Source: an optimization exercise on an open RTL-to-GDS flow (aim: small area and a short achievable clock period). Production flows keep margins and buffers that such runs may drop. In this exercise RTL edits were held to simulation tests only and were not proved equivalent to the original. Power is estimated from default activity; no workload was simulated.

## counter_top
module counter_top (
  input  logic                        i_pclk,
  input  logic                        i_prst_n,
  input  logic [31:0]                 i_paddr,
  input  logic [31:0]                 i_pwdata,
  input  logic                        i_pwrite,
  input  logic                        i_psel,
  input  logic                        i_penable,
  output logic [31:0]                 o_prdata,
  input  logic [cnt_pkg::CNT_NUM-1:0] i_extern_din_a,
  output logic [cnt_pkg::CNT_NUM-1:0] o_extern_dout_a,
  output logic [cnt_pkg::CNT_NUM-1:0] o_extern_dout_a_oen,
  output logic                        o_int
);
export LEC_CHECK = 0
export CAP_MARGIN = 20
export CORE_MARGIN = 2
export CORE_UTILIZATION = 40
export SETUP_SLACK_MARGIN = 1.4
export SLEW_MARGIN = 20
export TNS_END_PERCENT = 10
create_clock -name core_clock -period 3.5 [get_ports {i_pclk}]
standard.sh (not shown) runs the stock make flow with config.mk's settings and CLKGATE_MAP_FILE= SYNTH_SCRIPT=/design/flow/synth_recipe.tcl, a recipe that flattens the netlist after the stock synthesis.
==> flow/flow/run.sh <==
#!/bin/bash
# Standard layout with these changes:
#  - synthesis maps the logic with the ABC script in abc_speed2.script (see
#    my_synth.tcl); flip-flops are mapped before ABC and are left as they are
#  - the port buffers are plain buf_2 cells instead of the delay cells
#    buffer_ports picks on its own
#  - clock tree synthesis adds no dummy loads and builds the tree from
#    clkbuf_8 cells, with clusters of up to 14 sinks
set -euo pipefail
export MY_WORK="$(pwd)"
export MY_ABC_SCRIPT="$MY_WORK/flow/abc_speed2.script"
export BUFFER_PORTS_ARGS="-buffer_cell sky130_fd_sc_hd__buf_2"
export CTS_ARGS="-sink_clustering_enable -repair_clock_nets -dont_use_dummy_load -buf_list {sky130_fd_sc_hd__clkbuf_8} -sink_clustering_size 14 -sink_clustering_max_diameter 60"
sed "s#SYNTH_SCRIPT=[^ ]*#SYNTH_SCRIPT=$MY_WORK/flow/my_synth.tcl#" standard.sh > my_standard.sh
grep -q "SYNTH_SCRIPT=$MY_WORK/flow/my_synth.tcl" my_standard.sh
bash my_standard.sh finish > make_finish.log 2>&1
==> flow/flow/abc_speed2.script <==
&get -n
&st
&syn2
&if -g -K 6
&synch2
&nf
&st
&syn2
&if -g -K 6
&synch2
&nf
&put
buffer -c
topo
stime -c
upsize -c
dnsize -c
==> flow/flow/my_synth.tcl <==
# The standard flow's synthesis script, with the ABC mapping script swapped for
# flow/abc_speed2.script. Only the technology mapping of the logic changes;
# the flip-flops are mapped before ABC runs and are left as they are.
proc abc {args} {
  set i [lsearch $args -script]
  if {$i >= 0} { lset args [expr {$i + 1}] $::env(MY_ABC_SCRIPT) }
  puts "abc with [lindex $args [expr {$i + 1}]]"
  yosys abc {*}$args
}
source $::env(MY_WORK)/synth_recipe.tcl
==> next run, changes <==
- PLACE_DENSITY: default -> 0.5
- SETUP_SLACK_MARGIN: 1.4 -> 1.2
- TNS_END_PERCENT: 10 -> default
Effect: Clock-buffer cell count grows by 1; global-route usage is higher by 2.8 points; synthesized area is unchanged; total power increases slightly; final cell count rises slightly; die area does not change; hold slack gets better by 140 ps; worst setup slack gets better by 59 ps; clock skew goes down by 18 ps.
==> next run, changes <==
==> flow/flow/run.sh (replaced) <==
#!/bin/bash
# Standard layout with these changes:
#  - the port buffers are plain buf_2 cells instead of the delay cells
#    buffer_ports picks on its own
#  - clock tree synthesis adds no dummy loads and builds the tree from
#    clkbuf_8 cells, with clusters of up to 14 sinks
set -euo pipefail
export BUFFER_PORTS_ARGS="-buffer_cell sky130_fd_sc_hd__buf_2"
export CTS_ARGS="-sink_clustering_enable -repair_clock_nets -dont_use_dummy_load -buf_list {sky130_fd_sc_hd__clkbuf_8} -sink_clustering_size 14 -sink_clustering_max_diameter 60"
bash standard.sh finish > make_finish.log 2>&1
- PLACE_DENSITY: 0.5 -> default
removed: flow/flow/abc_speed2.script
removed: flow/flow/my_synth.tcl
After rerunning:
- non-clock buffer count falls by 6
- maximum frequency falls by 4.8%
- clock skew rises by 23 ps
- sequential share of layout area falls by 0.45 points
==> next run, changes <==
==> flow/flow/run.sh (replaced) <==
#!/bin/bash
# Standard layout with these changes:
#  - synthesis maps the logic with the ABC script in abc_speed2.script (see
#    my_synth.tcl), without the slow four-input OR cells; flip-flops are
#    mapped before ABC and are left as they are
#  - the port buffers are plain buf_2 cells instead of the delay cells
#    buffer_ports picks on its own
#  - clock tree synthesis adds no dummy loads and builds the tree from
#    clkbuf_8 cells, with clusters of up to 14 sinks
set -euo pipefail
export MY_WORK="$(pwd)"
export MY_ABC_SCRIPT="$MY_WORK/flow/abc_speed2.script"
export BUFFER_PORTS_ARGS="-buffer_cell sky130_fd_sc_hd__buf_2"
export CTS_ARGS="-sink_clustering_enable -repair_clock_nets -dont_use_dummy_load -buf_list {sky130_fd_sc_hd__clkbuf_8} -sink_clustering_size 14 -sink_clustering_max_diameter 60"
sed "s#SYNTH_SCRIPT=[^ ]*#SYNTH_SCRIPT=$MY_WORK/flow/my_synth.tcl#" standard.sh > my_standard.sh
grep -q "SYNTH_SCRIPT=$MY_WORK/flow/my_synth.tcl" my_standard.sh
bash my_standard.sh finish > make_finish.log 2>&1
==> flow/flow/abc_speed2.script (new file) <==
&get -n
&st
&syn2
&if -g -K 6
&synch2
&nf
&st
&syn2
&if -g -K 6
&synch2
&nf
&put
buffer -c
topo
stime -c
upsize -c
dnsize -c
==> flow/flow/my_synth.tcl (new file) <==
# The standard flow's synthesis script, with the ABC mapping script swapped for
# flow/abc_speed2.script and the four-input OR cells (slow in this library)
# kept out of ABC's mapping. Only the technology mapping of the logic
# changes; the flip-flops are mapped before ABC runs and are left as they are.
proc abc {args} {
  set i [lsearch $args -script]
  if {$i >= 0} { lset args [expr {$i + 1}] $::env(MY_ABC_SCRIPT) }
  foreach c {sky130_fd_sc_hd__or4_* sky130_fd_sc_hd__or4b_* sky130_fd_sc_hd__or4bb_*} {
    lappend args -dont_use $c
  }
  puts "abc with [lindex $args [expr {$i + 1}]]"
  yosys abc {*}$args
}
source $::env(MY_WORK)/synth_recipe.tcl
Effect: The changed run passed the timing, DRC and antenna checks. Utilization went down by 1.4 points. Hold slack is worse by 76 ps. Sequential power stays flat. Power went down by 0.52%.
==> next run, changes <==
--- a/flow/flow/run.sh
+++ b/flow/flow/run.sh
@@ -2,6 +2,5 @@
 # Standard layout with these changes:
 #  - synthesis maps the logic with the ABC script in abc_speed2.script (see
-#    my_synth.tcl), without the slow four-input OR cells; flip-flops are
-#    mapped before ABC and are left as they are
+#    my_synth.tcl); flip-flops are mapped before ABC and are left as they are
 #  - the port buffers are plain buf_2 cells instead of the delay cells
 #    buffer_ports picks on its own
==> flow/flow/my_synth.tcl (replaced) <==
# The standard flow's synthesis script, with the ABC mapping script swapped for
# flow/abc_speed2.script. Only the technology mapping of the logic changes;
# the flip-flops are mapped before ABC runs and are left as they are.
proc abc {args} {
  set i [lsearch $args -script]
  if {$i >= 0} { lset args [expr {$i + 1}] $::env(MY_ABC_SCRIPT) }
  puts "abc with [lindex $args [expr {$i + 1}]]"
  yosys abc {*}$args
}
source $::env(MY_WORK)/synth_recipe.tcl
- SETUP_SLACK_MARGIN: 1.2 -> 1.1
- The new run produced a clean layout
- core utilization falls by 1.5 points
- worst hold slack is better by 120 ps
- clock-buffer cell count is unchanged
- worst setup slack is worse by 8.3 ps
- routed wire length falls by about 1.3%
==> next run, changes <==
- PLACE_DENSITY: default -> 0.75
- SETUP_SLACK_MARGIN: 1.1 -> 1.2
=>
- cell area went up by 3.9%
- non-clock buffer count is higher by 33
- worst setup slack loses 22 ps
- utilization goes up by 1.8 points
- final cell count goes up by 0.96%
- total power drops by 1.0%
- first-iteration DRC count climbs by 16%
- synthesized cell count does not change

* * *

counter_top again, from the RTL that the note above started with.
Settings: LEC_CHECK=0, CAP_MARGIN=20, CORE_MARGIN=2, CORE_UTILIZATION=40, SETUP_SLACK_MARGIN=1.3, SLEW_MARGIN=20; clock period 3.5 ns.
==> flow/flow/run.sh <==
#!/bin/bash
# Standard layout with these changes:
#  - synthesis maps the logic with the ABC script in abc_speed2.script (see
#    my_synth.tcl); flip-flops are mapped before ABC and are left as they are
#  - the port buffers are plain buf_2 cells instead of the delay cells
#    buffer_ports picks on its own
#  - clock tree synthesis adds no dummy loads and builds the tree from
#    clkbuf_8 cells, with clusters of up to 14 sinks
set -euo pipefail
export MY_WORK="$(pwd)"
export MY_ABC_SCRIPT="$MY_WORK/flow/abc_speed2.script"
export BUFFER_PORTS_ARGS="-buffer_cell sky130_fd_sc_hd__buf_2"
export CTS_ARGS="-sink_clustering_enable -repair_clock_nets -dont_use_dummy_load -buf_list {sky130_fd_sc_hd__clkbuf_8} -sink_clustering_size 14 -sink_clustering_max_diameter 60"
sed "s#SYNTH_SCRIPT=[^ ]*#SYNTH_SCRIPT=$MY_WORK/flow/my_synth.tcl#" standard.sh > my_standard.sh
grep -q "SYNTH_SCRIPT=$MY_WORK/flow/my_synth.tcl" my_standard.sh
bash my_standard.sh finish > make_finish.log 2>&1
==> flow/flow/abc_speed2.script <==
&get -n
&st
&syn2
&if -g -K 6
&synch2
&nf
&st
&syn2
&if -g -K 6
&synch2
&nf
&put
buffer -c
topo
stime -c
upsize -c
dnsize -c
==> flow/flow/my_synth.tcl <==
# The standard flow's synthesis script, with the ABC mapping script swapped for
# flow/abc_speed2.script. Only the technology mapping of the logic changes;
# the flip-flops are mapped before ABC runs and are left as they are.
proc abc {args} {
  set i [lsearch $args -script]
  if {$i >= 0} { lset args [expr {$i + 1}] $::env(MY_ABC_SCRIPT) }
  puts "abc with [lindex $args [expr {$i + 1}]]"
  yosys abc {*}$args
}
source $::env(MY_WORK)/synth_recipe.tcl
Rerun with:
Settings changed: GPL_ROUTABILITY_DRIVEN set to 0, SETUP_SLACK_MARGIN 1.3 to 1.2.
The changed run went through all stages and came out clean.
Routed wire length decreases by 0.97%.
Worst setup slack gets better by 0.050 ns.
Global-route usage increases by 0.43 points.
Rerun with:
Settings changed: CORE_UTILIZATION 40 to 45, GPL_ROUTABILITY_DRIVEN 0 to unset.
=> Clock power hardly moves. Clock skew rises by 0.024 ns. Critical path depth rises by 1. Total power hardly moves.
Rerun with:
--- a/flow/flow/run.sh
+++ b/flow/flow/run.sh
@@ -8,2 +8,4 @@
 #    clkbuf_8 cells, with clusters of up to 14 sinks
+#  - timing-driven global placement reverts the buffers its trial repairs add
+#    (the resize step after placement repairs the design for real)
 set -euo pipefail
@@ -12,2 +14,3 @@
 export BUFFER_PORTS_ARGS="-buffer_cell sky130_fd_sc_hd__buf_2"
+export GPL_KEEP_OVERFLOW=0
 export CTS_ARGS="-sink_clustering_enable -repair_clock_nets -dont_use_dummy_load -buf_list {sky130_fd_sc_hd__clkbuf_8} -sink_clustering_size 14 -sink_clustering_max_diameter 60"
Settings changed: CORE_UTILIZATION 45 to 40.
Effect:
- total power hardly moves
- setup slack gets better by 0.11 ns
- utilization falls by 5.9 points
- final cell count rises by 2.9%
- combinational power goes up by about 2%
- cell area barely changes
- routed wire length goes up by 2.1%
- non-clock buffer count shrinks by 16
Rerun with:
--- a/flow/flow/run.sh
+++ b/flow/flow/run.sh
@@ -8,4 +8,2 @@
 #    clkbuf_8 cells, with clusters of up to 14 sinks
-#  - timing-driven global placement reverts the buffers its trial repairs add
-#    (the resize step after placement repairs the design for real)
 set -euo pipefail
@@ -14,3 +12,2 @@
 export BUFFER_PORTS_ARGS="-buffer_cell sky130_fd_sc_hd__buf_2"
-export GPL_KEEP_OVERFLOW=0
 export CTS_ARGS="-sink_clustering_enable -repair_clock_nets -dont_use_dummy_load -buf_list {sky130_fd_sc_hd__clkbuf_8} -sink_clustering_size 14 -sink_clustering_max_diameter 60"
Settings changed: SETUP_SLACK_MARGIN 1.2 to 1.4.
The new run finished clean.
Final cell count goes up by a few percent.
Clock skew goes up by 0.035 ns.
Cell area goes up by a few percent.
Sequential cell count is unchanged.
Global-route usage goes up by 0.24 points.

-- static timing again, ports no longer ideal --
Ports are ideal in the flow. The routed layouts listed here were re-timed in OpenROAD. Step 1 assumes that a clkbuf_16 drives the clock port and a buf_2 every other input. Step 2 adds t to the input delays and takes it off the output delays; t is the mean of the earliest and latest rising clock arrival at the registers after step 1. Input paths then give back, and output paths get back, about the clock's delay inside the block. Three values: ideal ports, drivers, drivers and shift; two values: the first two.
| run | t, ns | slack for setup (ns) | worst hold slack (ns) | latest minus earliest clock arrival (ns) | worst register clock-pin slew, ns |
|---|---|---|---|---|---|
| the first run of note 1 | 0.685 | 1.045 / 1.045 / 0.507 | 0.006 / -0.003 / 0.340 | 0.104 / 0.105 | 0.10 / 0.10 |
| the second run of note 1 | 0.710 | 1.104 / 1.104 / 0.540 | 0.142 / 0.099 / 0.303 | 0.092 / 0.092 | 0.11 / 0.11 |
| the third run of note 1 | 0.705 | 0.984 / 0.984 / 0.426 | 0.104 / 0.070 / 0.286 | 0.109 / 0.109 | 0.10 / 0.10 |
| the fourth run of note 1 | 0.702 | 1.069 / 1.069 / 0.450 | 0.028 / 0.019 / 0.308 | 0.091 / 0.092 | 0.10 / 0.10 |
| the fifth run of note 1 | 0.702 | 1.060 / 1.060 / 0.509 | 0.147 / 0.110 / 0.320 | 0.068 / 0.068 | 0.10 / 0.10 |
| the sixth run of note 1 | 0.699 | 1.038 / 1.038 / 0.526 | 0.077 / 0.070 / 0.304 | 0.059 / 0.059 | 0.10 / 0.10 |
| the first run of note 2 | 0.696 | 1.076 / 1.076 / 0.557 | 0.038 / 0.027 / 0.332 | 0.098 / 0.097 | 0.10 / 0.10 |
| the second run of note 2 | 0.718 | 1.126 / 1.126 / 0.479 | 0.113 / 0.076 / 0.340 | 0.052 / 0.053 | 0.11 / 0.11 |
| the third run of note 2 | 0.709 | 0.884 / 0.884 / 0.548 | 0.014 / 0.001 / 0.347 | 0.077 / 0.077 | 0.10 / 0.10 |
| the fourth run of note 2 | 0.707 | 0.994 / 0.994 / 0.384 | 0.038 / 0.031 / 0.350 | 0.088 / 0.088 | 0.10 / 0.10 |
| the fifth run of note 2 | 0.677 | 1.038 / 1.038 / 0.771 | 0.139 / 0.109 / 0.343 | 0.122 / 0.123 | 0.11 / 0.11 |
After both steps every run listed still meets setup and hold. The setup slack of the second run of note 2, which loses most, moves by 0.000 ns with the drivers and by -0.647 ns with both steps.
